This is an optimization exercise on Yosys and OpenROAD, whose aim is small area and a short achievable clock period, not a production implementation.
RTL that was checked went through simulation tests only; none was proved equivalent to the original.
Only the layout flow was run in runs 1 to 3; the RTL was not checked for function there.
Power is estimated from default activity; no workload was simulated.

## design/flow/flow/run.sh

```bash
#!/bin/bash
# Own layout flow: the standard layout (standard.sh, unchanged synthesis),
# with repair_timing asked for a larger setup margin so that it optimises the
# paths below the 12 ns constraint as well, and a flatter clock tree without
# dummy loads. Full output of the ORFS run goes to standard.log here; ORFS also
# keeps each step's log under orfs/logs/.
set -euo pipefail
MARGIN=$(cat flow/margin.txt)
CTS="-sink_clustering_enable -repair_clock_nets -dont_use_dummy_load $(cat flow/cts.txt)"
bash standard.sh SETUP_SLACK_MARGIN="$MARGIN" "CTS_ARGS=$CTS" finish > standard.log 2>&1
```

## design/flow/flow/margin.txt

```
8.5
```

## design/flow/standard.sh

```bash
#!/bin/bash
# synth_recipe.tcl (not shown) runs the flow's synth.tcl, then flattens the netlist and writes it again
# the make line also repeats each setting of config.mk as NAME=value (left out here)
make -C /OpenROAD-flow-scripts/flow DESIGN_CONFIG=/design/flow/config.mk WORK_HOME=/design/flow/orfs CLKGATE_MAP_FILE= SYNTH_SCRIPT=/design/flow/synth_recipe.tcl "${@:-finish}"
```

## design/flow/flow/cts.txt

```
-sink_clustering_size 30 -sink_clustering_max_diameter 100
```

## design/flow/config.mk

```make
export PLATFORM = sky130hd
export DESIGN_NAME = frame_gen_top
export DESIGN_NICKNAME = frame_gen_top
export VERILOG_FILES = /design/flow/design.v
export SDC_FILE = /design/flow/constraint.sdc
export NUM_CORES = 4
export LEC_CHECK = 0
export CAP_MARGIN = 20
export CORE_MARGIN = 2
export CORE_UTILIZATION = 60
export SLEW_MARGIN = 20
```

## design/flow/design.v

```verilog
`default_nettype none
package frame_gen_pkg;
	typedef logic [47:0] mac_addr_t;
	typedef logic [31:0] ip_addr_t;
	typedef logic [15:0] udp_port_t;
	typedef logic [2:0]  cfg_addr_t;
	typedef logic [31:0] cfg_word_t;
	typedef enum logic [1:0] {
		KIND_UDP  = 2'd0,
		KIND_ARP  = 2'd1,
		KIND_ICMP = 2'd2
	} frame_kind_t;
	typedef struct packed {
		logic      enable;
		mac_addr_t local_mac;
		ip_addr_t  local_ip;
		mac_addr_t peer_mac;
		ip_addr_t  peer_ip;
		udp_port_t src_port;
		udp_port_t dst_port;
	} frame_cfg_t;
	typedef struct packed {
		logic [7:0] data;
		logic       last;
	} stream_beat_t;
	localparam cfg_addr_t REG_CTRL         = 3'd0;  
	localparam cfg_addr_t REG_LOCAL_MAC_HI = 3'd1;
	localparam cfg_addr_t REG_LOCAL_MAC_LO = 3'd2;
	localparam cfg_addr_t REG_LOCAL_IP     = 3'd3;
	localparam cfg_addr_t REG_PEER_MAC_HI  = 3'd4;
	localparam cfg_addr_t REG_PEER_MAC_LO  = 3'd5;
	localparam cfg_addr_t REG_PEER_IP      = 3'd6;
	localparam cfg_addr_t REG_PORTS        = 3'd7;  
	localparam mac_addr_t DEF_LOCAL_MAC = 48'h0024_7EDF_CA5E;
	localparam ip_addr_t  DEF_LOCAL_IP  = {8'd192, 8'd168, 8'd0, 8'd119};
	localparam mac_addr_t DEF_PEER_MAC  = 48'h00D0_0800_0002;
	localparam ip_addr_t  DEF_PEER_IP   = {8'd192, 8'd168, 8'd0, 8'd110};
	localparam udp_port_t DEF_PORT      = 16'd8080;
	localparam logic [15:0] ETH_TYPE_IPV4  = 16'h0800;
	localparam logic [15:0] ETH_TYPE_ARP   = 16'h0806;
	localparam logic [15:0] ARP_OP_REQUEST = 16'h0001;
	localparam logic [7:0]  IP_PROTO_UDP   = 8'd17;
	localparam logic [7:0]  IP_PROTO_ICMP  = 8'd1;
	localparam logic [7:0]  IP_TTL         = 8'h80;
	localparam logic [31:0]  UDP_FLAG_WORD = 32'hE1EC_0C0D;
	localparam logic [127:0] UDP_PAYLOAD   = 128'h1234_5611_1134_5678_1234_5678_AABB_CCDD;
	localparam logic [15:0]  ICMP_ID       = 16'h0001;
	localparam logic [15:0]  ICMP_SEQ      = 16'h0005;
	localparam logic [255:0] ICMP_PAYLOAD  =
		256'h6162_6364_6566_6768_696a_6b6c_6d6e_6f70_7172_7374_7576_7761_6263_6465_6667_6869;
	localparam int ETH_HDR_BYTES   = 14;
	localparam int IP_HDR_BYTES    = 20;
	localparam int ARP_BYTES       = 42;
	localparam int ICMP_BYTES      = 74;
	localparam int UDP_BYTES       = 62;
	localparam int MIN_FRAME_BYTES = 60;
	localparam int FCS_BYTES       = 4;
	localparam int MAX_BODY_BYTES  = ICMP_BYTES;
	localparam int BYTE_IDX_W      = $clog2(MAX_BODY_BYTES);
	localparam int FRAMES_PER_KIND   = 5;
	localparam int FRAME_CNT_W       = $clog2(FRAMES_PER_KIND);
	localparam int GAP_CYCLES        = 16;
	localparam int GAP_CNT_W         = $clog2(GAP_CYCLES);
	localparam logic [31:0] CRC_POLY = 32'hEDB8_8320;
	function automatic int padded_len(input int n);
		int r;
		if (n < MIN_FRAME_BYTES)
			r = MIN_FRAME_BYTES;
		else
			r = n;
		padded_len = r;
	endfunction
endpackage
`default_nettype wire
`timescale 1ns/1ps
`default_nettype none
module frame_cfg_regs (
	input  logic       sys_clk,
	input  logic       sys_rst,
	input  logic       cfg_we,
	input  frame_gen_pkg::cfg_addr_t  cfg_addr,
	input  frame_gen_pkg::cfg_word_t  cfg_wdata,
	output frame_gen_pkg::frame_cfg_t cfg
);
	logic [7:0]  we;
	logic [31:0] d_zero;  
	logic [31:0] d_one;   
	always_comb
		for (int a = 0; a < 8; a++)
			we[a] = sys_rst || (cfg_we && cfg_addr == 3'(a));
	assign d_zero = sys_rst ? 32'h0 : cfg_wdata;
	assign d_one  = sys_rst ? 32'hFFFF_FFFF : cfg_wdata;
	function automatic logic [31:0] pick(input logic [31:0] def);
		pick = (def & d_one) | (~def & d_zero);
	endfunction
	always_ff @(posedge sys_clk) begin
		if (we[frame_gen_pkg::REG_CTRL])         cfg.enable             <= d_zero[0];
		if (we[frame_gen_pkg::REG_LOCAL_MAC_HI]) cfg.local_mac[47:32]   <= 16'(pick(32'(frame_gen_pkg::DEF_LOCAL_MAC[47:32])));
		if (we[frame_gen_pkg::REG_LOCAL_MAC_LO]) cfg.local_mac[31:0]    <= pick(frame_gen_pkg::DEF_LOCAL_MAC[31:0]);
		if (we[frame_gen_pkg::REG_LOCAL_IP])     cfg.local_ip           <= pick(frame_gen_pkg::DEF_LOCAL_IP);
		if (we[frame_gen_pkg::REG_PEER_MAC_HI])  cfg.peer_mac[47:32]    <= 16'(pick(32'(frame_gen_pkg::DEF_PEER_MAC[47:32])));
		if (we[frame_gen_pkg::REG_PEER_MAC_LO])  cfg.peer_mac[31:0]     <= pick(frame_gen_pkg::DEF_PEER_MAC[31:0]);
		if (we[frame_gen_pkg::REG_PEER_IP])      cfg.peer_ip            <= pick(frame_gen_pkg::DEF_PEER_IP);
		if (we[frame_gen_pkg::REG_PORTS]) begin
			cfg.src_port <= 16'(pick({frame_gen_pkg::DEF_PORT, 16'h0}) >> 16);
			cfg.dst_port <= 16'(pick({16'h0, frame_gen_pkg::DEF_PORT}));
		end
	end
endmodule
`default_nettype wire
`timescale 1ns/1ps
`default_nettype none
module frame_byte_dec (
	input  frame_gen_pkg::frame_kind_t kind,
	input  logic [6:0]  idx,
	output logic [24:0] sel,
	output logic [7:0]  cbyte
);
	logic [7:0] lo;   
	logic [9:0] hi;   
	logic k_udp, k_arp, k_icmp, k_ip;
	assign k_arp  = (kind == frame_gen_pkg::KIND_ARP);
	assign k_icmp = (kind == frame_gen_pkg::KIND_ICMP);
	assign k_udp  = !k_arp && !k_icmp;
	assign k_ip   = !k_arp;
	always_comb begin
		for (int i = 0; i < 8; i++)
			lo[i] = (idx[2:0] == 3'(i));
		for (int i = 0; i < 10; i++)
			hi[i] = (idx[6:3] == 4'(i));
	end
	assign sel[0] = (k_ip && hi[0] && lo[1]);  
	assign sel[1] = (k_ip && hi[0] && lo[2]);  
	assign sel[2] = (k_ip && hi[0] && lo[3]);  
	assign sel[3] = (k_ip && hi[0] && lo[4]);  
	assign sel[4] = (k_ip && hi[0] && lo[5]);  
	assign sel[5] = (k_arp && hi[2] && lo[6]) || (hi[0] && lo[6]);  
	assign sel[6] = (k_arp && hi[2] && lo[7]) || (hi[0] && lo[7]);  
	assign sel[7] = (k_arp && hi[3] && lo[0]) || (hi[1] && lo[0]);  
	assign sel[8] = (k_arp && hi[3] && lo[1]) || (hi[1] && lo[1]);  
	assign sel[9] = (k_arp && hi[3] && lo[2]) || (hi[1] && lo[2]);  
	assign sel[10] = (k_arp && hi[3] && lo[3]) || (hi[1] && lo[3]);  
	assign sel[11] = (k_arp && hi[3] && lo[4]) || (k_ip && hi[3] && lo[2]);  
	assign sel[12] = (k_arp && hi[3] && lo[5]) || (k_ip && hi[3] && lo[3]);  
	assign sel[13] = (k_arp && hi[3] && lo[6]) || (k_ip && hi[3] && lo[4]);  
	assign sel[14] = (k_arp && hi[3] && lo[7]) || (k_ip && hi[3] && lo[5]);  
	assign sel[15] = (k_arp && hi[4] && lo[6]) || (k_ip && hi[3] && lo[6]);  
	assign sel[16] = (k_arp && hi[4] && lo[7]) || (k_ip && hi[3] && lo[7]);  
	assign sel[17] = (k_arp && hi[5] && lo[0]) || (k_ip && hi[4] && lo[0]);  
	assign sel[18] = (k_arp && hi[5] && lo[1]) || (k_ip && hi[4] && lo[1]);  
	assign sel[19] = (k_udp && hi[4] && lo[2]);  
	assign sel[20] = (k_udp && hi[4] && lo[3]);  
	assign sel[21] = (k_udp && hi[4] && lo[4]);  
	assign sel[22] = (k_udp && hi[4] && lo[5]);  
	assign sel[23] = (k_ip && hi[3] && lo[0]);  
	assign sel[24] = (k_ip && hi[3] && lo[1]);  
	assign cbyte[0] = (k_arp && hi[0] && (lo[1] || lo[2] || lo[3] || lo[4] || lo[5])) || (k_arp && hi[1] && lo[7]) || (k_arp && hi[2] && lo[5]) || (k_icmp && hi[4] && (lo[4] || lo[7])) || (k_icmp && hi[5] && (lo[1] || lo[4] || lo[6])) || (k_icmp && hi[6] && (lo[0] || lo[4] || lo[6])) || (k_icmp && hi[7] && (lo[0] || lo[2] || lo[4] || lo[6])) || (k_icmp && hi[8] && (lo[0] || lo[1] || lo[3] || lo[5] || lo[7])) || (k_icmp && hi[9] && lo[1]) || (k_udp && hi[5] && lo[5]) || (k_udp && hi[6] && lo[1]) || (k_udp && hi[7] && (lo[3] || lo[5])) || (k_ip && hi[1] && lo[6]) || (k_ip && hi[2] && lo[7]) || (k_ip && hi[5] && lo[2]) || (k_ip && hi[6] && lo[2]);
	assign cbyte[1] = (k_arp && hi[0] && (lo[1] || lo[2] || lo[3] || lo[4] || lo[5])) || (k_arp && hi[1] && lo[5]) || (k_arp && hi[2] && lo[2]) || (k_icmp && hi[4] && lo[5]) || (k_icmp && hi[5] && (lo[3] || lo[4] || lo[7])) || (k_icmp && hi[6] && (lo[3] || lo[7])) || (k_icmp && hi[7] && (lo[4] || lo[7])) || (k_icmp && hi[8] && (lo[0] || lo[2] || lo[3] || lo[6] || lo[7])) || (k_udp && hi[5] && lo[6]) || (k_udp && hi[6] && lo[6]) || (k_udp && hi[7] && lo[2]) || (k_ip && hi[6] && (lo[0] || lo[4])) || (k_ip && hi[7] && (lo[0] || lo[3]));
	assign cbyte[2] = (k_arp && hi[0] && (lo[1] || lo[2] || lo[3] || lo[4] || lo[5])) || (k_arp && hi[1] && lo[5]) || (k_arp && hi[2] && (lo[2] || lo[3])) || (k_icmp && hi[2] && lo[1]) || (k_icmp && hi[4] && (lo[4] || lo[5])) || (k_icmp && hi[5] && (lo[1] || lo[6])) || (k_icmp && hi[6] && (lo[5] || lo[6])) || (k_icmp && hi[7] && (lo[6] || lo[7])) || (k_icmp && hi[8] && (lo[0] || lo[4] || lo[5] || lo[6] || lo[7])) || (k_udp && hi[4] && lo[7]) || (k_udp && hi[5] && (lo[3] || lo[4])) || (k_udp && hi[6] && (lo[3] || lo[4])) || (k_udp && hi[7] && lo[4]) || (k_ip && hi[1] && lo[6]) || (k_ip && hi[5] && (lo[5] || lo[7])) || (k_ip && hi[6] && (lo[0] || lo[7])) || (k_ip && hi[7] && (lo[0] || lo[5]));
	assign cbyte[3] = (k_arp && hi[0] && (lo[1] || lo[2] || lo[3] || lo[4] || lo[5])) || (k_arp && hi[2] && lo[0]) || (k_icmp && hi[2] && lo[1]) || (k_icmp && hi[4] && (lo[2] || lo[4])) || (k_icmp && hi[6] && (lo[1] || lo[2] || lo[3] || lo[4] || lo[6] || lo[7])) || (k_icmp && hi[7] && lo[0]) || (k_icmp && hi[9] && (lo[0] || lo[1])) || (k_udp && hi[4] && lo[7]) || (k_udp && hi[5] && (lo[3] || lo[4] || lo[5])) || (k_udp && hi[7] && (lo[1] || lo[2] || lo[3] || lo[4] || lo[5])) || (hi[1] && lo[4]) || (k_ip && hi[6] && lo[5]);
	assign cbyte[4] = (k_arp && hi[0] && (lo[1] || lo[2] || lo[3] || lo[4] || lo[5])) || (k_icmp && hi[4] && lo[5]) || (k_icmp && hi[7] && (lo[2] || lo[4] || lo[6] || lo[7])) || (k_icmp && hi[8] && lo[0]) || (k_udp && hi[2] && lo[7]) || (k_udp && hi[4] && lo[7]) || (k_udp && hi[5] && (lo[6] || lo[7])) || (k_udp && hi[6]) || (k_udp && hi[7] && lo[0]) || (k_ip && hi[2] && lo[1]) || (k_ip && hi[7] && (lo[1] || lo[3] || lo[5]));
	assign cbyte[5] = (k_arp && hi[0] && (lo[1] || lo[2] || lo[3] || lo[4] || lo[5])) || (k_icmp && hi[5] && (lo[4] || lo[5] || lo[6])) || (k_icmp && hi[6] && (lo[0] || lo[1] || lo[2] || lo[4] || lo[6])) || (k_icmp && hi[7] && (lo[0] || lo[4] || lo[5] || lo[6] || lo[7])) || (k_icmp && hi[8]) || (k_icmp && hi[9] && (lo[0] || lo[1])) || (k_ip && hi[2] && lo[1]) || (k_ip && hi[5] && (lo[2] || lo[3] || lo[7])) || (k_ip && hi[6] && (lo[3] || lo[5] || lo[7])) || (k_ip && hi[7] && (lo[1] || lo[2] || lo[3]));
	assign cbyte[6] = (k_arp && hi[0] && (lo[1] || lo[2] || lo[3] || lo[4] || lo[5])) || (k_icmp && hi[4] && (lo[4] || lo[5])) || (k_icmp && hi[5] && (lo[4] || lo[5] || lo[6] || lo[7])) || (k_icmp && hi[6] && (lo[1] || lo[2] || lo[3] || lo[6] || lo[7])) || (k_icmp && hi[7] && (lo[2] || lo[3] || lo[6] || lo[7])) || (k_icmp && hi[8]) || (k_icmp && hi[9] && (lo[0] || lo[1])) || (k_ip && hi[1] && lo[6]) || (k_ip && hi[2] && lo[4]) || (k_ip && hi[5] && (lo[2] || lo[3])) || (k_ip && hi[6] && (lo[0] || lo[4] || lo[5])) || (k_ip && hi[7] && (lo[0] || lo[1] || lo[4] || lo[5]));
	assign cbyte[7] = (k_arp && hi[0] && (lo[1] || lo[2] || lo[3] || lo[4] || lo[5])) || (k_udp && hi[5] && (lo[2] || lo[3])) || (k_udp && hi[7] && (lo[2] || lo[3] || lo[4] || lo[5])) || (k_ip && hi[2] && lo[6]);
endmodule
module frame_byte_sel (
	input  logic [24:0] sel,
	input  logic [7:0]  cbyte,
	input  frame_gen_pkg::mac_addr_t peer_mac,
	input  frame_gen_pkg::mac_addr_t local_mac,
	input  frame_gen_pkg::ip_addr_t  local_ip,
	input  frame_gen_pkg::ip_addr_t  peer_ip,
	input  frame_gen_pkg::udp_port_t src_port,
	input  frame_gen_pkg::udp_port_t dst_port,
	input  logic [15:0] ip_csum,
	output logic [7:0]  byte_out
);
	always_comb begin
		byte_out = cbyte;
		byte_out = byte_out | ({8{sel[0]}} & peer_mac[39:32]);
		byte_out = byte_out | ({8{sel[1]}} & peer_mac[31:24]);
		byte_out = byte_out | ({8{sel[2]}} & peer_mac[23:16]);
		byte_out = byte_out | ({8{sel[3]}} & peer_mac[15:8]);
		byte_out = byte_out | ({8{sel[4]}} & peer_mac[7:0]);
		byte_out = byte_out | ({8{sel[5]}} & local_mac[47:40]);
		byte_out = byte_out | ({8{sel[6]}} & local_mac[39:32]);
		byte_out = byte_out | ({8{sel[7]}} & local_mac[31:24]);
		byte_out = byte_out | ({8{sel[8]}} & local_mac[23:16]);
		byte_out = byte_out | ({8{sel[9]}} & local_mac[15:8]);
		byte_out = byte_out | ({8{sel[10]}} & local_mac[7:0]);
		byte_out = byte_out | ({8{sel[11]}} & local_ip[31:24]);
		byte_out = byte_out | ({8{sel[12]}} & local_ip[23:16]);
		byte_out = byte_out | ({8{sel[13]}} & local_ip[15:8]);
		byte_out = byte_out | ({8{sel[14]}} & local_ip[7:0]);
		byte_out = byte_out | ({8{sel[15]}} & peer_ip[31:24]);
		byte_out = byte_out | ({8{sel[16]}} & peer_ip[23:16]);
		byte_out = byte_out | ({8{sel[17]}} & peer_ip[15:8]);
		byte_out = byte_out | ({8{sel[18]}} & peer_ip[7:0]);
		byte_out = byte_out | ({8{sel[19]}} & src_port[15:8]);
		byte_out = byte_out | ({8{sel[20]}} & src_port[7:0]);
		byte_out = byte_out | ({8{sel[21]}} & dst_port[15:8]);
		byte_out = byte_out | ({8{sel[22]}} & dst_port[7:0]);
		byte_out = byte_out | ({8{sel[23]}} & ip_csum[15:8]);
		byte_out = byte_out | ({8{sel[24]}} & ip_csum[7:0]);
	end
endmodule
`default_nettype wire
`timescale 1ns/1ps
`default_nettype none
module frame_gen_top (
	input  logic         sys_clk,
	input  logic         sys_rst,
	input  logic         cfg_we,
	input  frame_gen_pkg::cfg_addr_t    cfg_addr,
	input  frame_gen_pkg::cfg_word_t    cfg_wdata,
	output frame_gen_pkg::stream_beat_t tx_beat,
	output logic         tx_valid,
	input  logic         tx_ready
);
	frame_gen_pkg::frame_cfg_t  cfg;
	frame_cfg_regs u_cfg_regs (
		.sys_clk   (sys_clk),
		.sys_rst   (sys_rst),
		.cfg_we    (cfg_we),
		.cfg_addr  (cfg_addr),
		.cfg_wdata (cfg_wdata),
		.cfg       (cfg)
	);
	logic       frame_start;
	logic       frame_done;
	logic       valid;      
	logic       busy;       
	logic       gap_done;
	logic [4:0] cnt;
	logic [2:0] frame_cnt;
	frame_gen_pkg::frame_kind_t frame_kind;
	frame_gen_pkg::frame_kind_t next_kind;
	assign busy     = frame_start || valid || frame_done;
	assign gap_done = !busy && cfg.enable && (cnt == 5'd15);
	always_ff @(posedge sys_clk) begin
		if (sys_rst) begin
			cnt         <= '0;
			frame_start <= 1'b0;
		end else begin
			frame_start <= gap_done;
			if (busy) begin
				if (frame_done)
					cnt <= '0;
				else if (!frame_start && cnt != 5'd20)
					cnt <= cnt + 1'b1;
			end else if (!cfg.enable || gap_done) begin
				cnt <= '0;
			end else begin
				cnt <= cnt + 1'b1;
			end
		end
	end
	always_comb begin
		case (frame_kind)
			frame_gen_pkg::KIND_UDP: next_kind = frame_gen_pkg::KIND_ARP;
			frame_gen_pkg::KIND_ARP: next_kind = frame_gen_pkg::KIND_ICMP;
			default:  next_kind = frame_gen_pkg::KIND_UDP;
		endcase
	end
	always_ff @(posedge sys_clk) begin
		if (sys_rst) begin
			frame_kind <= frame_gen_pkg::KIND_UDP;
			frame_cnt  <= '0;
		end else if (frame_done) begin
			if (frame_cnt == 3'd4) begin
				frame_cnt  <= '0;
				frame_kind <= next_kind;
			end else begin
				frame_cnt <= frame_cnt + 1'b1;
			end
		end
	end
	frame_gen_pkg::mac_addr_t s_local_mac;
	frame_gen_pkg::ip_addr_t  s_local_ip;
	frame_gen_pkg::mac_addr_t s_peer_mac;
	frame_gen_pkg::ip_addr_t  s_peer_ip;
	frame_gen_pkg::udp_port_t s_src_port;
	frame_gen_pkg::udp_port_t s_dst_port;
	always_ff @(posedge sys_clk) begin
		if (frame_start) begin
			s_local_mac <= cfg.local_mac;
			s_local_ip  <= cfg.local_ip;
			s_peer_mac  <= cfg.peer_mac;
			s_peer_ip   <= cfg.peer_ip;
			s_src_port  <= cfg.src_port;
			s_dst_port  <= cfg.dst_port;
		end
	end
	logic [15:0] cs_acc;
	logic        cs_c;
	logic [3:0]  cs_nib;
	logic [4:0]  cs_sum;
	logic [63:0] cs_words;
	logic [15:0] ip_csum;
	assign cs_words = {s_peer_ip, s_local_ip};
	assign cs_nib   = cnt[4] ? 4'h0 : cs_words[cnt[3:0]*4 +: 4];
	assign cs_sum   = 5'(cs_acc[3:0]) + 5'(cs_nib) + 5'(cs_c);
	always_ff @(posedge sys_clk) begin
		if (frame_start) begin
			cs_c   <= 1'b0;
			cs_acc <= (frame_kind == frame_gen_pkg::KIND_ICMP) ? 16'h053E : 16'h0542;
		end else if (cnt != 5'd20) begin
			cs_c   <= cs_sum[4];
			cs_acc <= {cs_sum[3:0], cs_acc[15:4]};
		end
	end
	assign ip_csum = ~{cs_acc[15:1], cs_acc[0] | cs_c};
	logic [6:0]  nidx;
	logic [6:0]  last_idx;
	logic [24:0] nsel;
	logic [7:0]  nconst;
	logic [7:0]  nxt_byte;
	always_comb begin
		case (frame_kind)
			frame_gen_pkg::KIND_ARP:  last_idx = 7'd59;
			frame_gen_pkg::KIND_ICMP: last_idx = 7'd73;
			default:                  last_idx = 7'd61;
		endcase
	end
	frame_byte_dec u_byte_dec (
		.kind  (frame_kind),
		.idx   (nidx),
		.sel   (nsel),
		.cbyte (nconst)
	);
	frame_byte_sel u_byte_sel (
		.sel       (nsel),
		.cbyte     (nconst),
		.peer_mac  (s_peer_mac),
		.local_mac (s_local_mac),
		.local_ip  (s_local_ip),
		.peer_ip   (s_peer_ip),
		.src_port  (s_src_port),
		.dst_port  (s_dst_port),
		.ip_csum   (ip_csum),
		.byte_out  (nxt_byte)
	);
	function automatic logic [31:0] crc_tab(input logic [7:0] x);
		logic [31:0] r;
		r = {24'h0, x};
		for (int b = 0; b < 8; b++)
			r = r[0] ? ((r >> 1) ^ frame_gen_pkg::CRC_POLY) : (r >> 1);
		crc_tab = r;
	endfunction
	logic [7:0]  out_data;
	logic        out_last;
	logic        fcs;        
	logic        is_last;    
	logic [1:0]  fcs_cnt;
	logic [31:0] crc;
	logic [7:0]  crc_x;
	logic [31:0] crc_next;
	logic        xfer;
	assign xfer     = valid && tx_ready;
	assign crc_x    = fcs ? 8'h00 : (crc[7:0] ^ out_data);
	assign crc_next = (crc >> 8) ^ crc_tab(crc_x);
	always_ff @(posedge sys_clk) begin
		if (sys_rst) begin
			valid      <= 1'b0;
			out_last   <= 1'b0;
			frame_done <= 1'b0;
		end else begin
			frame_done <= xfer && out_last;
			if (frame_start) begin
				valid    <= 1'b1;
				out_last <= 1'b0;
			end else if (xfer) begin
				if (out_last)
					valid <= 1'b0;
				out_last <= fcs && (fcs_cnt == 2'd2);
			end
		end
	end
	always_ff @(posedge sys_clk) begin
		if (frame_start) begin
			fcs      <= 1'b0;
			is_last  <= 1'b0;
			nidx     <= 7'd1;
			crc      <= '1;
			out_data <= (frame_kind == frame_gen_pkg::KIND_ARP) ? 8'hFF : cfg.peer_mac[47:40];
		end else if (xfer) begin
			crc <= crc_next;
			if (fcs || is_last) begin
				fcs      <= 1'b1;
				fcs_cnt  <= is_last ? 2'd0 : fcs_cnt + 1'b1;
				is_last  <= 1'b0;
				out_data <= ~crc_next[7:0];
			end else begin
				nidx     <= nidx + 1'b1;
				is_last  <= (nidx == last_idx);
				out_data <= nxt_byte;
			end
		end
	end
	assign tx_valid     = valid;
	assign tx_beat.data = out_data;
	assign tx_beat.last = out_last;
endmodule
`default_nettype wire
```

## design/flow/constraint.sdc

```tcl
create_clock -name core_clock -period 12.0 [get_ports {sys_clk}]
set_input_delay 2.4000 -clock core_clock [delete_from_list [all_inputs] [get_ports {sys_clk}]]
set_output_delay 2.4000 -clock core_clock [all_outputs]
set_load 0.01 [all_outputs]
```

==> results of run 1 <==
sequential cells by signal, indices dropped and copies added, names as in the netlist, 32 cells and up:
| signal | count |
|---|---|
| s_local_mac | 48 |
| s_peer_mac | 40 |
| s_local_ip | 32 |
| u_cfg_regs.cfg | 193 |
| crc | 32 |
| s_peer_ip | 32 |
worst register-to-register path, cell delays in order, from the launching register on:
cell	delay (ns)
dfxtp_2	0.45
inv_1	0.17
ha_1	0.23
buf_4	0.24
inv_1	0.37
nand2_1	0.13
a31oi_1	0.41
or3b_1	0.42
a2111oi_0	0.40
nand4_1	0.32
o221a_2	0.23
where the power goes:
group	switching, mW	internal (mW)	leakage, nW
combinational	0.0906	0.0682	2.74
sequential	0.0546	1.85	4.24
clock	0.448	0.286	0.234
total	0.593	2.21	7.22
repair_timing:
item,in CTS,in global routing
gates cloned,7,0
buffers inserted,17,3
pin swaps,8,3
hold buffers,0,0
resized for setup,79,8
endpoints found under the hold margin,0,0
endpoints found under the setup margin,187,17
through the flow:
| stage | instance area [um2] | cells | hold slack [ns] |
|---|---|---|---|
| finish | 21400 | 1865 | 0.397 |
| global route | 21400 | 1865 | 0.400 |
| CTS | 21300 | 1861 | 0.397 |
| detailed placement | 20400 | 1818 | 0.405 |
| global placement | 20400 | 1818 | 0.400 |
| floorplan | 19600 | 1396 | 0.400 |
area by class of cell:
cell class / count / share of cell area (%)
tap: 442 / 2.59
timing repair buffer: 97 / 4.27
clock buffer: 19 / 2.22
sequential: 459 / 61.9
multi-input combinational: 818 / 28.5
inverter: 30 / 0.527
routing by layer:
metal  up-vias  share of wire [%]  routed length, um
met1      6234                 40              22300
met3       156                 12               6690
met2       898                 45              25200
met4         2                3.7               2100
met5         -              0.016                  9
li1       5382                  -                  -
placed cells by master, fill, tap and decap left out, types with 8 or more instances in the layout:
master           Yosys  routed
a32o_1               9       9
or3_1                9       8
ha_1                18      16
o22ai_1             17      17
o21ai_0             38      37
xor2_1              25      25
dfxtp_1             56      50
mux4_2              20      20
clkdlybuf4s50_1      0      32
a22oi_1             28      28
a31oi_1              8       8
nand2b_1            12      12
and2_1              10      10
a32oi_1             11      11
inv_1               30      29
a22o_1              14      14
nand2_1             65      64
buf_2               23       9
nor2_1             101      99
buf_4                6      43
a211o_1             28      28
clkbuf_16            0      19
a21oi_1             54      54
xnor2_1             49      49
nor3_1              14      10
a221oi_1            12      12
nand3_1             29      29
or2_2               37      37
a211oi_1            11      11
and3_1               8       8
edfxtp_1           403     403
nand4_1             10      10
nor2b_1             47      43
cells in the mapped netlist (all sizes together), types with 5 or more instances:
master   number  area, um2
a21o          6       45.0
nor3         15       80.1
xnor2        52        478
a211o        28        245
nand3b        5       37.5
a211oi       11       82.6
and3          8       50.1
buf          40        224
nor2b        48        303
a2111oi       8       82.6
ha           18        225
a22o         14        123
or3          10       67.6
or2          40        250
edfxtp      403      12100
mux4         20        450
nand3        29        145
a32oi        11       96.3
o2111ai       6       52.6
xor2         27        251
nand4        10       62.6
a222oi        5       50.1
o22ai        17        106
a31oi         8       50.1
nand2b       12       75.1
a32o          9       90.1
a221oi       12        105
nor2        104        403
o21ai        42        210
clkbuf       54        203
a21oi        55        279
nand2        65        244
inv          30        113
dfxtp        56       1120
a22oi        28        210
nor4         10       75.1
and2         10       62.6
worst max path at each step:
stage	endpoint	from	slack [ns]	cells past startpoint
4_1_cts	tx_beat[2]	out_data[1]	8.43	1
5_1_grt	tx_beat[6]	out_data[5]	8.40	1
3_3_place_gp	u_cfg_regs.cfg[73]	cfg_we	7.42	3
2_1_floorplan	u_cfg_regs.cfg[144]	sys_rst	8.37	3
3_5_place_dp	u_cfg_regs.cfg[85]	cfg_we	7.32	3
6_report	out_data[6]	nidx[0]	8.41	10
cells by family after synthesis:
| logic type | Yosys count |
|---|---|
| adder cells (fa/ha/maj) | 20 |
| multiplexers | 25 |
| AND/OR/NAND/NOR | 385 |
| buffers and inverters | 124 |
| flip-flops | 459 |
| XOR/XNOR | 81 |
| AO/OA/AOI/OAI | 302 |
==> flow_metrics.py, run 1 <==
metrics = {
    "clock_tree": {
        "cts_tree": "yes",
        "cts_sinks": 459,
        "h-tree-depth": 1,
        "clock-root-buffer": "clkbuf_16",
        "cts_buffers": 19,
        "cts_buffer_depth": 3,
        "path_clk_slew_ns": 0.11,
        "clk_latency_ns": 0.56,
    },
    "timing": {
        "skew_ns": 0.0321,
        "setup_slack_ns": 8.41,
        "relSlewSlack_pct": 19.7,
        "setup_viol": 0,
        "fmax_ghz": 0.278,
        "rsz0062_at_grt": "true",
        "period_share_pct": 29.9,
        "final-hold-violation-count": 0,
        "timing.setup.tns_ns": 0,
        "tightest_slew_ns": 1.20,
        "drv_slew": 0,
        "post-route-min-period_ns": 3.59,
    },
    "synthesis": {
        "synth-xor-area-share_pct": 3.97,
        "synth_edf_count": 403,
        "ys_seq_area_share_pct": 67.6,
        "avgSynthCellArea_um2": 14.0,
        "ys_types": 86,
        "synth-simple-area-share_pct": 10.4,
        "synthCells": 1396,
        "synth-compound-area-share_pct": 11.4,
        "syn_nets": 1455,
        "ys.flop_type": "edfxtp_1",
        "synth_top_family_by_area": "compound AO/OA/AOI/OAI gates",
        "ys_seq_elements": 459,
        "async_reset_ff_share_pct": 0,
        "synthMuxAreaShare_pct": 2.57,
        "synth_fa_ha_area_share_pct": 1.36,
        "synthesis.area_mm2": 0.0196,
        "yosys_warnings": 4,
    },
    "cells_and_area": {
        "syn_to_final_growth_pct": 9.31,
        "seqCellArea_mm2": 0.0132,
        "fillers": 2350,
        "nNetsFinal": 1484,
        "multi_input_area_mm2": 0.00608,
        "drive_above_1_share_pct": 13.7,
        "final_util_pct": 66.2,
        "diodes": 0,
    },
    "die": {
        "num_rows": 66,
        "fp.dieH_um": 185,
        "die_w_um": 185,
        "initial_utilization_pct": 60.6,
        "core_area_mm2": 0.0323,
        "die-area_mm2": 0.0340,
        "io_pins": 49,
    },
    "critical_path": {
        "r2r_cells": 10,
        "r2r_slack_ns": 8.41,
        "criticalPathCategory": "flip-flop to flip-flop",
        "worstReg2RegStart": "nidx[0]",
        "cp.required_ns": 12.31,
        "cp-end-kind": "flip-flop",
        "cp_cell_sequence": "inv_1 > ha_1 > buf_4 > inv_1 > nand2_1 > a31oi_1 > or3b_1 > a2111oi_0 > nand4_1 > o221a_2",
        "cp_top_family": "compound AO/OA/AOI/OAI gates",
        "r2r_end": "out_data[6]",
        "cp_slowest_cell": "dfxtp_2",
        "critPathBufInv": 3,
        "critPathArrivalTime_ns": 3.90,
        "cp-start-kind": "flip-flop",
        "cp_max_fo": 22,
        "cpPeakStageDelay_ns": 0.45,
        "crit_top_cell": "inv_1",
    },
    "min_path": {
        "min_path_type": "flip-flop to flip-flop",
        "holdPathEnd": "s_peer_ip[14]",
        "hp-start": "u_cfg_regs.cfg[46]",
        "worstHoldPathCells": 0,
    },
    "detailed_routing": {
        "routed_wl_um": 56300,
        "first_pass_iters": 6,
        "vias": 12700,
        "route.detailed.drc": 0,
        "wire_per_inst_um": 30.2,
        "drt_first_iter_violations": 2147,
        "ant_nets": 0,
        "viasPerCell": 6.79,
    },
    "placement": {
        "portBuffers": 48,
        "dp_worst_setup_slack_ns": 7.32,
        "dpl.hpwl_um": 37300,
        "place.gp.congestion": 1.00,
    },
    "global_routing": {
        "grtUsageTotal_pct": 33.6,
        "use_met2_pct": 50.9,
        "top_usage_layer": "met2",
        "antenna_found_initial": 2,
        "grt_pass1_wl_um": 81300,
        "met1_usage_pct": 48.8,
        "grt_use_met3_pct": 7.92,
        "overflow": 0,
        "grt_pass1_vias": 11900,
        "grt_max_degree": 89,
    },
    "run_status": {
        "status": "no timing/DRC/antenna violations",
    },
    "power_and_ir_drop": {
        "vdd_drop_max_v": 0.000126,
        "power.total_mw": 2.80,
        "power_density_mw_per_mm2": 131,
        "p_leak_nw": 7.22,
    },
    "run": {
        "drv_cap": 0,
    },
}
==> run 2, diff against run 1 <==
--- a/design/flow/config.mk
+++ b/design/flow/config.mk
@@ -9,3 +9,4 @@
 export CORE_MARGIN = 2
 export CORE_UTILIZATION = 60
 export SLEW_MARGIN = 20
+export SYNTH_HIERARCHICAL = 1
==> run 2 against run 1 <==
Compared with the run above: area after synthesis grew 0.67%; sequential share of layout area is essentially flat; final area is essentially flat; fmax grew 1.3%; routed wire length shrank 9.7%; critical path type is now flip-flop to output pin.
==> flow_metrics.py, run 2 <==
metrics = {
    "critical_path": {
        "critPathBufInv": 1,
        "criticalPathCategory": "flip-flop to output pin",
        "cp_slowest_cell": "edfxtp_1",
        "cp_top_family": "flip-flops",
        "cp_cell_sequence": "buf_2",
        "cpPeakStageDelay_ns": 0.45,
        "critPathArrivalTime_ns": 1.14,
        "cp_max_fo": 2,
        "cp-end-kind": "output pin",
        "cp-start-kind": "flip-flop",
        "cp.required_ns": 9.60,
    },
    "clock_tree": {
        "cts_sinks": 459,
        "cts_tree": "yes",
        "h-tree-depth": 1,
        "clk_latency_ns": 0.54,
        "path_clk_slew_ns": 0.11,
        "cts_buffers": 19,
        "clock-root-buffer": "clkbuf_16",
        "cts_buffer_depth": 3,
    },
    "timing": {
        "relSlewSlack_pct": 23.0,
        "drv_slew": 0,
        "rsz0062_at_grt": "true",
        "timing.setup.tns_ns": 0,
        "fmax_ghz": 0.282,
        "skew_ns": 0.0305,
        "tightest_slew_ns": 1.15,
        "setup_viol": 0,
        "final-hold-violation-count": 0,
        "period_share_pct": 29.5,
        "post-route-min-period_ns": 3.54,
    },
    "placement": {
        "portBuffers": 48,
        "place.gp.congestion": 0.880,
        "dpl.hpwl_um": 31900,
    },
    "die": {
        "num_rows": 66,
        "core_area_mm2": 0.0325,
        "initial_utilization_pct": 60.6,
        "die_w_um": 185,
        "die-area_mm2": 0.0343,
        "io_pins": 49,
        "fp.dieH_um": 185,
    },
    "min_path": {
        "min_path_type": "flip-flop to flip-flop",
    },
    "global_routing": {
        "overflow": 0,
        "antenna_found_initial": 0,
        "grt_pass1_vias": 11500,
        "grt_pass1_wl_um": 74000,
        "grt_max_degree": 196,
        "grtUsageTotal_pct": 30.2,
    },
    "cells_and_area": {
        "drive_above_1_share_pct": 13.0,
        "largest_reg_flops": 193,
        "final_cell_mix": "403 x edfxtp_1, 78 x nor2_1, 67 x nand2_1",
        "mostFrequentLayoutCell": "edfxtp_1",
        "diodes": 0,
        "nNetsFinal": 1489,
        "syn_to_final_growth_pct": 8.65,
        "top_regs": "u_cfg_regs.cfg x193, s_local_mac x48, s_peer_mac x40",
        "regMostFlops": "u_cfg_regs.cfg",
        "final_util_pct": 65.9,
    },
    "run_status": {
        "status": "no timing/DRC/antenna violations",
    },
    "power_and_ir_drop": {
        "power_density_mw_per_mm2": 130,
        "vdd_drop_max_v": 0.000113,
        "p_leak_nw": 7.25,
    },
    "synthesis": {
        "synthesis.area_mm2": 0.0197,
        "avgSynthCellArea_um2": 14.0,
        "yosys_warnings": 10,
        "syn_nets": 1459,
        "synthCells": 1403,
    },
    "detailed_routing": {
        "routed_wl_um": 50900,
        "vias": 12200,
        "viasPerCell": 6.53,
        "drt_first_iter_violations": 1568,
        "wire_per_inst_um": 27.2,
        "route.detailed.drc": 0,
        "first_pass_iters": 6,
        "ant_nets": 0,
    },
    "run": {
        "drv_cap": 0,
    },
}
-- run 2: cell types whose count changed in the layout (fill, tap and decap cells not counted), moves of 12 or more --
cell,previous run,this run
a211o_1,28,2
xnor2_1,49,28
o22ai_1,17,5
or2_2,37,5
a22oi_1,28,51
nor2_1,99,78
nor3_1,10,31
nand3_1,29,43
a221oi_2,0,16
or2_1,3,31
o211ai_1,4,21
-- run 2: layout make-up --
type / instances / area [um2]
sequential: 459 / 13200
fill: 2349 / 11100
multi-input combinational: 812 / 6100
timing repair buffer: 101 / 872
tap: 442 / 553
clock buffer: 19 / 475
inverter: 40 / 150
-- run 2: worst paths after layout --
kind                                         start             end  slack (ns)  cells after the start
worst min-delay path            u_cfg_regs.cfg[84]  s_peer_mac[20]        0.42                      0
worst max register to register       frame_kind[0]     out_data[0]        8.64                     13
worst min register to register  u_cfg_regs.cfg[84]  s_peer_mac[20]        0.42                      0
worst max-delay path                   out_data[6]      tx_beat[7]        8.46                      1
-- run 2: routing by layer --
layer	track usage [%]	vias up	routed length (um)	share of wire, %
met1	42.4	6014	20100	40
met2	46.9	671	23500	46
met4	12.6	0	2330	4.6
li1	-	5425	-	-
met5	0	-	0	0
met3	5.76	118	4950	9.7
-- run 2: power by group --
part           internal (mW)  leakage, nW  switching [mW]  total (mW)
Clock                  0.287        0.234           0.439       0.726
Combinational         0.0611         2.74           0.105       0.166
Sequential              1.85         4.27          0.0370        1.89
Total                   2.20         7.25           0.581        2.78
-- run 2: per-stage QoR --
step | std cells | hold WS, ns | area, um2 | worst slack, ns | total power, mW
finish | 1873 | 0.417 | 21400 | 8.46 | 2.78
global route | 1873 | 0.428 | 21400 | 8.42 | 2.87
CTS | 1865 | 0.422 | 21200 | 8.43 | 2.79
detailed placement | 1828 | 0.405 | 20500 | 7.18 | 2.08
global placement | 1828 | 0.401 | 20500 | 7.20 | 2.07
floorplan | 1403 | 0.400 | 19700 | 8.50 | 2.00
-- run 2: repair_timing --
action,4_1_cts,5_1_grt
pin swaps,3,2
resized for setup,72,12
buffers inserted,12,8
endpoints found under the setup margin,232,18
hold buffers,0,0
gates cloned,6,0
==> run 3, diff against run 2 <==
--- a/design/flow/design.v
+++ b/design/flow/design.v
@@ -74,6 +74,24 @@
 `default_nettype wire
 `timescale 1ns/1ps
 `default_nettype none
+module frame_cfg_wr (
+	input  logic       sys_rst,
+	input  logic       cfg_we,
+	input  frame_gen_pkg::cfg_addr_t  cfg_addr,
+	input  frame_gen_pkg::cfg_word_t  cfg_wdata,
+	output logic [7:0]  we0,
+	output logic [7:0]  we1,
+	output logic [7:0]  hold,
+	output logic [31:0] d_one
+);
+	always_comb
+		for (int a = 0; a < 8; a++) begin
+			we0[a]  = !sys_rst && cfg_we && (cfg_addr == 3'(a));
+			we1[a]  = sys_rst || (cfg_we && (cfg_addr == 3'(a)));
+			hold[a] = !we1[a];
+		end
+	assign d_one = sys_rst ? 32'hFFFF_FFFF : cfg_wdata;
+endmodule
 module frame_cfg_regs (
 	input  logic       sys_clk,
 	input  logic       sys_rst,
@@ -82,31 +100,49 @@
 	input  frame_gen_pkg::cfg_word_t  cfg_wdata,
 	output frame_gen_pkg::frame_cfg_t cfg
 );
-	logic [7:0]  we;
-	logic [31:0] d_zero;  
-	logic [31:0] d_one;   
-	always_comb
-		for (int a = 0; a < 8; a++)
-			we[a] = sys_rst || (cfg_we && cfg_addr == 3'(a));
-	assign d_zero = sys_rst ? 32'h0 : cfg_wdata;
-	assign d_one  = sys_rst ? 32'hFFFF_FFFF : cfg_wdata;
-	function automatic logic [31:0] pick(input logic [31:0] def);
-		pick = (def & d_one) | (~def & d_zero);
+	logic [7:0]  we0;
+	logic [7:0]  we1;
+	logic [7:0]  hold;
+	logic [31:0] d_one;
+	frame_cfg_wr u_wr (
+		.sys_rst   (sys_rst),
+		.cfg_we    (cfg_we),
+		.cfg_addr  (cfg_addr),
+		.cfg_wdata (cfg_wdata),
+		.we0       (we0),
+		.we1       (we1),
+		.hold      (hold),
+		.d_one     (d_one)
+	);
+	function automatic logic [31:0] upd(input int a, input logic [31:0] def, input logic [31:0] q);
+		upd = ({32{we0[a]}} & ~def & cfg_wdata) | ({32{we1[a]}} & def & d_one) | ({32{hold[a]}} & q);
 	endfunction
 	always_ff @(posedge sys_clk) begin
-		if (we[frame_gen_pkg::REG_CTRL])         cfg.enable             <= d_zero[0];
-		if (we[frame_gen_pkg::REG_LOCAL_MAC_HI]) cfg.local_mac[47:32]   <= 16'(pick(32'(frame_gen_pkg::DEF_LOCAL_MAC[47:32])));
-		if (we[frame_gen_pkg::REG_LOCAL_MAC_LO]) cfg.local_mac[31:0]    <= pick(frame_gen_pkg::DEF_LOCAL_MAC[31:0]);
-		if (we[frame_gen_pkg::REG_LOCAL_IP])     cfg.local_ip           <= pick(frame_gen_pkg::DEF_LOCAL_IP);
-		if (we[frame_gen_pkg::REG_PEER_MAC_HI])  cfg.peer_mac[47:32]    <= 16'(pick(32'(frame_gen_pkg::DEF_PEER_MAC[47:32])));
-		if (we[frame_gen_pkg::REG_PEER_MAC_LO])  cfg.peer_mac[31:0]     <= pick(frame_gen_pkg::DEF_PEER_MAC[31:0]);
-		if (we[frame_gen_pkg::REG_PEER_IP])      cfg.peer_ip            <= pick(frame_gen_pkg::DEF_PEER_IP);
-		if (we[frame_gen_pkg::REG_PORTS]) begin
-			cfg.src_port <= 16'(pick({frame_gen_pkg::DEF_PORT, 16'h0}) >> 16);
-			cfg.dst_port <= 16'(pick({16'h0, frame_gen_pkg::DEF_PORT}));
-		end
+		cfg.enable           <= 1'(upd(frame_gen_pkg::REG_CTRL, 32'h0, 32'(cfg.enable)));
+		cfg.local_mac[47:32] <= 16'(upd(frame_gen_pkg::REG_LOCAL_MAC_HI, 32'(frame_gen_pkg::DEF_LOCAL_MAC[47:32]),
+			32'(cfg.local_mac[47:32])));
+		cfg.local_mac[31:0]  <= upd(frame_gen_pkg::REG_LOCAL_MAC_LO, frame_gen_pkg::DEF_LOCAL_MAC[31:0], cfg.local_mac[31:0]);
+		cfg.local_ip         <= upd(frame_gen_pkg::REG_LOCAL_IP, frame_gen_pkg::DEF_LOCAL_IP, cfg.local_ip);
+		cfg.peer_mac[47:32]  <= 16'(upd(frame_gen_pkg::REG_PEER_MAC_HI, 32'(frame_gen_pkg::DEF_PEER_MAC[47:32]),
+			32'(cfg.peer_mac[47:32])));
+		cfg.peer_mac[31:0]   <= upd(frame_gen_pkg::REG_PEER_MAC_LO, frame_gen_pkg::DEF_PEER_MAC[31:0], cfg.peer_mac[31:0]);
+		cfg.peer_ip          <= upd(frame_gen_pkg::REG_PEER_IP, frame_gen_pkg::DEF_PEER_IP, cfg.peer_ip);
+		{cfg.src_port, cfg.dst_port} <= upd(frame_gen_pkg::REG_PORTS,
+			{frame_gen_pkg::DEF_PORT, frame_gen_pkg::DEF_PORT}, {cfg.src_port, cfg.dst_port});
 	end
 endmodule
+module frame_reg #(
+	parameter int W = 8
+) (
+	input  logic         sys_clk,
+	input  logic         load,
+	input  logic         keep,
+	input  logic [W-1:0] d,
+	output logic [W-1:0] q
+);
+	always_ff @(posedge sys_clk)
+		q <= ({W{load}} & d) | ({W{keep}} & q);
+endmodule
 `default_nettype wire
 `timescale 1ns/1ps
 `default_nettype none
@@ -277,20 +313,18 @@
 	end
 	frame_gen_pkg::mac_addr_t s_local_mac;
 	frame_gen_pkg::ip_addr_t  s_local_ip;
-	frame_gen_pkg::mac_addr_t s_peer_mac;
+	logic [39:0]              s_peer_mac;  
 	frame_gen_pkg::ip_addr_t  s_peer_ip;
 	frame_gen_pkg::udp_port_t s_src_port;
 	frame_gen_pkg::udp_port_t s_dst_port;
-	always_ff @(posedge sys_clk) begin
-		if (frame_start) begin
-			s_local_mac <= cfg.local_mac;
-			s_local_ip  <= cfg.local_ip;
-			s_peer_mac  <= cfg.peer_mac;
-			s_peer_ip   <= cfg.peer_ip;
-			s_src_port  <= cfg.src_port;
-			s_dst_port  <= cfg.dst_port;
-		end
-	end
+	logic                     snap_keep;
+	assign snap_keep = !frame_start;
+	frame_reg #(.W(48)) u_s_local_mac (.sys_clk(sys_clk), .load(frame_start), .keep(snap_keep), .d(cfg.local_mac),       .q(s_local_mac));
+	frame_reg #(.W(32)) u_s_local_ip  (.sys_clk(sys_clk), .load(frame_start), .keep(snap_keep), .d(cfg.local_ip),        .q(s_local_ip));
+	frame_reg #(.W(40)) u_s_peer_mac  (.sys_clk(sys_clk), .load(frame_start), .keep(snap_keep), .d(cfg.peer_mac[39:0]),  .q(s_peer_mac));
+	frame_reg #(.W(32)) u_s_peer_ip   (.sys_clk(sys_clk), .load(frame_start), .keep(snap_keep), .d(cfg.peer_ip),         .q(s_peer_ip));
+	frame_reg #(.W(16)) u_s_src_port  (.sys_clk(sys_clk), .load(frame_start), .keep(snap_keep), .d(cfg.src_port),        .q(s_src_port));
+	frame_reg #(.W(16)) u_s_dst_port  (.sys_clk(sys_clk), .load(frame_start), .keep(snap_keep), .d(cfg.dst_port),        .q(s_dst_port));
 	logic [15:0] cs_acc;
 	logic        cs_c;
 	logic [3:0]  cs_nib;
@@ -331,7 +365,7 @@
 	frame_byte_sel u_byte_sel (
 		.sel       (nsel),
 		.cbyte     (nconst),
-		.peer_mac  (s_peer_mac),
+		.peer_mac  ({8'h00, s_peer_mac}),
 		.local_mac (s_local_mac),
 		.local_ip  (s_local_ip),
 		.peer_ip   (s_peer_ip),
@@ -382,21 +416,26 @@
 			is_last  <= 1'b0;
 			nidx     <= 7'd1;
 			crc      <= '1;
-			out_data <= (frame_kind == frame_gen_pkg::KIND_ARP) ? 8'hFF : cfg.peer_mac[47:40];
 		end else if (xfer) begin
 			crc <= crc_next;
 			if (fcs || is_last) begin
 				fcs      <= 1'b1;
 				fcs_cnt  <= is_last ? 2'd0 : fcs_cnt + 1'b1;
 				is_last  <= 1'b0;
-				out_data <= ~crc_next[7:0];
 			end else begin
 				nidx     <= nidx + 1'b1;
 				is_last  <= (nidx == last_idx);
-				out_data <= nxt_byte;
 			end
 		end
 	end
+	logic [7:0] out_d;
+	logic       out_load;
+	logic       out_keep;
+	assign out_load = frame_start || xfer;
+	assign out_keep = !out_load;
+	assign out_d    = frame_start ? ((frame_kind == frame_gen_pkg::KIND_ARP) ? 8'hFF : cfg.peer_mac[47:40])
+		: (fcs || is_last) ? ~crc_next[7:0] : nxt_byte;
+	frame_reg #(.W(8)) u_out_data (.sys_clk(sys_clk), .load(out_load), .keep(out_keep), .d(out_d), .q(out_data));
 	assign tx_valid     = valid;
 	assign tx_beat.data = out_data;
 	assign tx_beat.last = out_last;
==> run 3 against run 2 <==
Compared with the run above: clock skew increased by 0.046 ns; utilization decreased by 0.84 points; routed wire length up 27%; area after synthesis decreased by 0.34%; first-iteration DRC count grew 32%; critical path depth is 3 higher; combinational power is 24% lower; worst setup slack gained 0.050 ns.
==> flow_metrics.py, run 3 <==
metrics = {
    "run_status": {
        "status": "no timing/DRC/antenna violations",
    },
    "cells_and_area": {
        "multi_input_area_mm2": 0.00932,
        "instances_no_fill": 2255,
        "fillers": 2601,
        "syn_to_final_growth_pct": 7.36,
        "largest_reg_flops": 193,
        "design_area_mm2": 0.0211,
        "drive_above_1_share_pct": 15.7,
        "final_cell_mix": "426 x dfxtp_1, 399 x a22o_1, 88 x nor2_1",
        "regMostFlops": "u_cfg_regs.cfg",
        "nNetsFinal": 1870,
        "seqCellArea_mm2": 0.00940,
        "mostFrequentLayoutCell": "dfxtp_1",
        "top_regs": "u_cfg_regs.cfg x193, u_s_local_mac.q x48, u_s_peer_mac.q x40",
    },
    "clock_tree": {
        "h-tree-depth": 1,
        "cts_sinks": 459,
        "cts_buffers": 19,
        "cts_buffer_depth": 3,
        "clock-root-buffer": "clkbuf_16",
        "clk_latency_ns": 0.57,
        "path_clk_slew_ns": 0.11,
        "cts_tree": "yes",
    },
    "die": {
        "die_w_um": 185,
        "initial_utilization_pct": 60.6,
        "io_pins": 49,
        "fp.dieH_um": 185,
        "die-area_mm2": 0.0342,
        "num_rows": 66,
        "core_area_mm2": 0.0324,
    },
    "critical_path": {
        "cp-start-kind": "primary input",
        "cp.required_ns": 12.48,
        "criticalPathCategory": "primary input to flip-flop",
        "cp_max_fo": 55,
        "worstReg2RegStart": "nidx[0]",
        "r2r_slack_ns": 8.55,
        "r2r_end": "u_out_data.q[6]",
        "cp-end-kind": "flip-flop",
        "critPathArrivalTime_ns": 3.97,
        "r2r_cells": 12,
    },
    "timing": {
        "tightest_slew_ns": 1.28,
        "setup_viol": 0,
        "setup_slack_ns": 8.51,
        "skew_ns": 0.0764,
        "period_share_pct": 29.1,
        "relSlewSlack_pct": 14.1,
        "post-route-min-period_ns": 3.49,
        "fmax_ghz": 0.286,
        "drv_slew": 0,
        "final-hold-violation-count": 0,
        "timing.setup.tns_ns": 0,
        "rsz0062_at_grt": "true",
    },
    "detailed_routing": {
        "route.detailed.drc": 0,
        "drt_first_iter_violations": 2072,
        "routed_wl_um": 64800,
        "ant_nets": 0,
        "vias": 15900,
        "viasPerCell": 7.06,
        "first_pass_iters": 7,
        "wire_per_inst_um": 28.7,
    },
    "power_and_ir_drop": {
        "power_density_mw_per_mm2": 117,
        "p_sw_share_pct": 22.9,
        "pwr-share-seq_pct": 64.2,
        "power_frac_clock_pct": 30.7,
        "vdd_drop_max_v": 0.0000967,
        "internal_power_mw": 1.90,
        "p_leak_nw": 8.10,
        "combPwrFrac_pct": 5.1,
        "switching_power_mw": 0.566,
    },
    "global_routing": {
        "grt_max_degree": 190,
        "grt_pass1_wl_um": 95700,
        "overflow": 0,
        "grtUsageTotal_pct": 37.5,
        "grt_pass1_vias": 14600,
        "antenna_found_initial": 1,
    },
    "placement": {
        "dp_worst_setup_slack_ns": 6.98,
        "placedCellCount": 2192,
        "dpl_cell_area_mm2": 0.0199,
        "place.gp.congestion": 0.940,
        "dpl.hpwl_um": 41100,
        "portBuffers": 48,
    },
    "min_path": {
        "min_path_type": "flip-flop to flip-flop",
        "holdPathEnd": "u_s_local_mac.q[39]",
        "worstHoldPathCells": 1,
        "hp-start": "u_s_local_mac.q[39]",
    },
    "synthesis": {
        "synthesis.area_mm2": 0.0196,
        "avgSynthCellArea_um2": 10.7,
        "syn_nets": 1888,
        "yosys_warnings": 16,
        "synthCells": 1832,
    },
    "run": {
        "drv_cap": 0,
    },
}
-- run 3: how the worst max path moves through the flow --
stage,depth (start not counted),to,start
floorplan,5,u_cfg_regs.cfg[10],cfg_addr[2]
CTS,13,u_out_data.q[6],nidx[3]
global placement,4,u_cfg_regs.cfg[160],cfg_we
finish,4,u_cfg_regs.cfg[135],sys_rst
global route,14,u_out_data.q[1],nidx[2]
detailed placement,4,u_cfg_regs.cfg[146],cfg_we
-- run 3: repair_timing --
item	in CTS	in global routing
hold buffers	0	0
setup buffers	33	6
gates cloned	4	0
pin swaps	10	6
resized for setup	113	33
endpoints found under the setup margin	216	117
-- run 3: layout make-up --
| cell class | instances | area share, % |
|---|---|---|
| inverters | 36 | 0.683 |
| flip-flops and latches | 459 | 44.6 |
| repair buffers | 127 | 5.53 |
| diodes | 1 | 0.0119 |
| well taps | 442 | 2.63 |
| multi-input cells | 1171 | 44.3 |
| clock buffers | 19 | 2.26 |
-- run 3: power groups by stage --
stage | Combinational, mW | Clock, mW | Sequential [mW]
after CTS | 0.121 | 0.761 | 1.58
after global routing | 0.130 | 0.810 | 1.59
after detailed placement | 0.111 | 0 | 1.62
after floorplan | 0.0650 | 0 | 1.61
after global placement | 0.109 | 0 | 1.62
final | 0.126 | 0.758 | 1.59
-- run 3: metal layers --
metal	up-vias	share of wire, %	GRT usage, %
li1	6865	-	-
met1	7887	40	51.2
met2	969	44	57.5
met3	191	10	6.96
met4	0	5.5	18.1
met5	-	0	0
-- run 3: worst max-delay path, cell delays in order --
cell,delay (ns)
buf_2,0.33
buf_6,0.46
a31o_2,0.46
a22o_1,0.22
-- run 3: through the flow --
| stage | hold WS, ns | power, mW | utilization [%] |
|---|---|---|---|
| global route | 0.494 | 2.53 | 65.1 |
| global placement | 0.452 | 1.73 | 61.4 |
| detailed placement | 0.455 | 1.73 | 61.5 |
| finish | 0.474 | 2.47 | 65.1 |
| floorplan | 0.437 | 1.68 | - |
| CTS | 0.461 | 2.47 | 64.5 |
==> run 4, diff against run 3 <==
--- a/design/flow/design.v
+++ b/design/flow/design.v
@@ -243,6 +243,23 @@
 `default_nettype wire
 `timescale 1ns/1ps
 `default_nettype none
+module fcs_crc_step (
+	input  logic [31:0] cinv,
+	input  logic [7:0]  x,
+	output logic [31:0] cinv_next
+);
+	function automatic logic [31:0] crc_tab(input logic [7:0] v);
+		logic [31:0] r;
+		r = {24'h0, v};
+		for (int b = 0; b < 8; b++)
+			r = r[0] ? ((r >> 1) ^ frame_gen_pkg::CRC_POLY) : (r >> 1);
+		crc_tab = r;
+	endfunction
+	assign cinv_next = {8'hFF, cinv[31:8]} ^ crc_tab(x);
+endmodule
+`default_nettype wire
+`timescale 1ns/1ps
+`default_nettype none
 module frame_gen_top (
 	input  logic         sys_clk,
 	input  logic         sys_rst,
@@ -374,25 +391,21 @@
 		.ip_csum   (ip_csum),
 		.byte_out  (nxt_byte)
 	);
-	function automatic logic [31:0] crc_tab(input logic [7:0] x);
-		logic [31:0] r;
-		r = {24'h0, x};
-		for (int b = 0; b < 8; b++)
-			r = r[0] ? ((r >> 1) ^ frame_gen_pkg::CRC_POLY) : (r >> 1);
-		crc_tab = r;
-	endfunction
 	logic [7:0]  out_data;
 	logic        out_last;
 	logic        fcs;        
 	logic        is_last;    
 	logic [1:0]  fcs_cnt;
-	logic [31:0] crc;
+	logic [31:0] cinv;
 	logic [7:0]  crc_x;
-	logic [31:0] crc_next;
+	logic [31:0] cinv_next;
 	logic        xfer;
+	logic        crc_keep;
 	assign xfer     = valid && tx_ready;
-	assign crc_x    = fcs ? 8'h00 : (crc[7:0] ^ out_data);
-	assign crc_next = (crc >> 8) ^ crc_tab(crc_x);
+	assign crc_x    = fcs ? 8'h00 : (~cinv[7:0] ^ out_data);
+	assign crc_keep = !xfer && !frame_start;
+	fcs_crc_step u_crc_step (.cinv(cinv), .x(crc_x), .cinv_next(cinv_next));
+	frame_reg #(.W(32)) u_crc (.sys_clk(sys_clk), .load(xfer), .keep(crc_keep), .d(cinv_next), .q(cinv));
 	always_ff @(posedge sys_clk) begin
 		if (sys_rst) begin
 			valid      <= 1'b0;
@@ -415,9 +428,7 @@
 			fcs      <= 1'b0;
 			is_last  <= 1'b0;
 			nidx     <= 7'd1;
-			crc      <= '1;
 		end else if (xfer) begin
-			crc <= crc_next;
 			if (fcs || is_last) begin
 				fcs      <= 1'b1;
 				fcs_cnt  <= is_last ? 2'd0 : fcs_cnt + 1'b1;
@@ -434,7 +445,7 @@
 	assign out_load = frame_start || xfer;
 	assign out_keep = !out_load;
 	assign out_d    = frame_start ? ((frame_kind == frame_gen_pkg::KIND_ARP) ? 8'hFF : cfg.peer_mac[47:40])
-		: (fcs || is_last) ? ~crc_next[7:0] : nxt_byte;
+		: (fcs || is_last) ? cinv_next[7:0] : nxt_byte;
 	frame_reg #(.W(8)) u_out_data (.sys_clk(sys_clk), .load(out_load), .keep(out_keep), .d(out_d), .q(out_data));
 	assign tx_valid     = valid;
 	assign tx_beat.data = out_data;
==> run 4 against run 3 <==
Compared with the run above: final area fell by 0.62%; sequential power barely moved; via count fell by 2.6%; synthesized cell count fell by 3.7%; critical path depth rose by 1; worst setup slack got worse by 0.012 ns; worst hold slack got worse by 0.0088 ns; clock-buffer cell count did not move; fmax fell by 0.33%; register-to-register slack got worse by 0.04 ns; global-route usage fell by 0.23 points; power rose by 1.1%; critical path type unchanged.
==> flow_metrics.py, run 4 <==
metrics = {
    "synthesis": {
        "synthCells": 1765,
        "yosys_warnings": 17,
        "avgSynthCellArea_um2": 11.2,
        "syn_nets": 1821,
        "synthesis.area_mm2": 0.0197,
    },
    "cells_and_area": {
        "largest_reg_flops": 193,
        "top_regs": "u_cfg_regs.cfg x193, u_s_local_mac.q x48, u_s_peer_mac.q x40",
        "diodes": 0,
        "drive_above_1_share_pct": 14.9,
        "regMostFlops": "u_cfg_regs.cfg",
        "mostFrequentLayoutCell": "a22o_1",
        "nNetsFinal": 1797,
        "seqCellArea_mm2": 0.00940,
        "syn_to_final_growth_pct": 6.26,
        "final_cell_mix": "430 x a22o_1, 426 x dfxtp_1, 78 x nor2_1",
        "multi_input_area_mm2": 0.00930,
        "fillers": 2638,
    },
    "global_routing": {
        "grtUsageTotal_pct": 37.3,
        "overflow": 0,
        "grt_pass1_vias": 14200,
        "antenna_found_initial": 2,
        "grt_pass1_wl_um": 94300,
        "grt_max_degree": 93,
    },
    "critical_path": {
        "cp.required_ns": 12.44,
        "r2r_slack_ns": 8.51,
        "endpoint": "u_cfg_regs.cfg[6]",
        "cp_slowest_cell": "clkdlybuf4s18_2",
        "cp_top_family": "buffers and inverters",
        "critPathArrivalTime_ns": 3.94,
        "criticalPathCategory": "primary input to flip-flop",
        "worstSetupStartpoint": "cfg_addr[0]",
        "cp-start-kind": "primary input",
        "worstReg2RegStart": "nidx[2]",
        "cp.depth": 5,
        "critPathBufInv": 2,
        "cp-end-kind": "flip-flop",
        "r2r_end": "u_out_data.q[2]",
        "r2r_cells": 12,
        "cpPeakStageDelay_ns": 0.48,
        "cp_cell_sequence": "clkdlybuf4s18_2 > nand2_1 > nor2_4 > buf_4 > a22o_2",
        "cp_max_fo": 13,
    },
    "clock_tree": {
        "cts_buffers": 19,
        "h-tree-depth": 1,
        "clk_latency_ns": 0.56,
        "path_clk_slew_ns": 0.12,
        "postCtsHoldBufs": 0,
        "cts_buffer_depth": 3,
        "clock-root-buffer": "clkbuf_16",
        "cts_tree": "yes",
        "cts_sinks": 459,
    },
    "timing": {
        "skew_ns": 0.0747,
        "final-hold-violation-count": 0,
        "holdWs_ns": 0.466,
        "fmax_ghz": 0.285,
        "period_share_pct": 29.2,
        "drv_slew": 0,
        "rsz0062_at_grt": "false",
        "tightest_slew_ns": 1.10,
        "post-route-min-period_ns": 3.51,
        "setup_viol": 0,
        "timing.setup.tns_ns": 0,
        "relSlewSlack_pct": 25.9,
    },
    "detailed_routing": {
        "route.detailed.drc": 0,
        "ant_nets": 0,
        "routed_wl_um": 64300,
        "first_pass_iters": 6,
        "vias": 15500,
        "wire_per_inst_um": 29.5,
        "drt_first_iter_violations": 2129,
        "viasPerCell": 7.10,
    },
    "power_and_ir_drop": {
        "p_leak_nw": 8.34,
        "power_density_mw_per_mm2": 119,
        "vdd_drop_max_v": 0.000104,
    },
    "min_path": {
        "min_path_type": "flip-flop to flip-flop",
        "hp-start": "u_cfg_regs.cfg[123]",
    },
    "die": {
        "core_area_mm2": 0.0325,
        "num_rows": 66,
        "die-area_mm2": 0.0343,
        "die_w_um": 185,
        "io_pins": 49,
        "fp.dieH_um": 185,
        "initial_utilization_pct": 60.7,
    },
    "run": {
        "drv_cap": 0,
    },
    "placement": {
        "dpl.hpwl_um": 40500,
        "place.gp.congestion": 0.911,
        "portBuffers": 48,
    },
    "run_status": {
        "status": "no timing/DRC/antenna violations",
    },
}
==> run 4: layout make-up <==
class,count,share of cell area [%]
Timing Repair inverter,1,0.0359
Timing Repair Buffer,117,5.04
Sequential cell,459,44.9
Multi-Input combinational cell,1107,44.4
Tap cell,442,2.64
Clock buffer,19,2.27
Inverter,36,0.711
==> run 4: worst min-delay path by stage <==
stage,slack (ns),to,depth (start not counted)
6_report,0.47,u_s_local_ip.q[11],1
4_1_cts,0.46,u_s_local_ip.q[11],1
5_1_grt,0.50,u_cfg_regs.cfg[82],1
3_3_place_gp,0.45,u_s_local_mac.q[36],1
3_5_place_dp,0.45,u_cfg_regs.cfg[9],1
2_1_floorplan,0.44,u_s_peer_mac.q[14],1
==> run 4: layer usage <==
metal,share of wire [%],up-vias,global-route usage (%)
li1,-,6676,-
met1,41,7731,51.9
met2,44,891,56.6
met3,9.5,194,6.47
met4,5.5,2,17.1
met5,0.020,-,0
==> run 4: per-stage QoR <==
step	power (mW)	instance area, um2	instances	setup WS [ns]	util [%]
after global placement	1.76	19900	2123	7.03	61.3
after floorplan	1.70	19700	1765	8.49	-
final	2.50	20900	2181	8.49	64.5
after CTS	2.49	20800	2175	8.51	64.1
after global routing	2.56	20900	2181	8.50	64.5
after detailed placement	1.76	19900	2123	6.99	61.3
==> run 4: repair_timing <==
action,CTS,global route
resized for setup,103,21
endpoints found under the setup margin,245,27
buffers inserted,26,6
pin swaps,9,3
cloned,7,0
==> run 4: power by group <==
| group | switching [mW] | internal, mW |
|---|---|---|
| registers | 0.0232 | 1.58 |
| logic | 0.0872 | 0.0541 |
| clock network | 0.467 | 0.288 |
| total | 0.578 | 1.92 |

separate check: timing with driven ports:
How much do the figures lean on ideal ports? The routed layouts below were timed once more, with nothing changed but the port constraints. Step 1, drivers: a clkbuf_16 drives sys_clk and a buf_2 each remaining input, both assumed. Step 2, shift: input delay + t, output delay - t, t = (earliest + latest rising clock arrival at the registers) / 2. This alone moves slack from input paths to output paths. Slacks: ideal / step 1 / step 2; pairs: ideal / step 1.
run	t (ns)	setup slack, ns	worst slew at a driven data input, ns	cell pins on the clock port's net
run 1	0.600	8.409 / 8.372 / 7.926	0.04	1
run 2	0.573	8.457 / 8.406 / 8.038	0.04	1
run 3	0.590	8.507 / 8.484 / 7.920	0.10	1
run 4	0.582	8.495 / 8.467 / 7.885	0.08	1
After both steps every run listed still meets setup and hold. The setup slack of run 4, which loses most, moves by -0.028 ns with the drivers and by -0.610 ns with both steps.
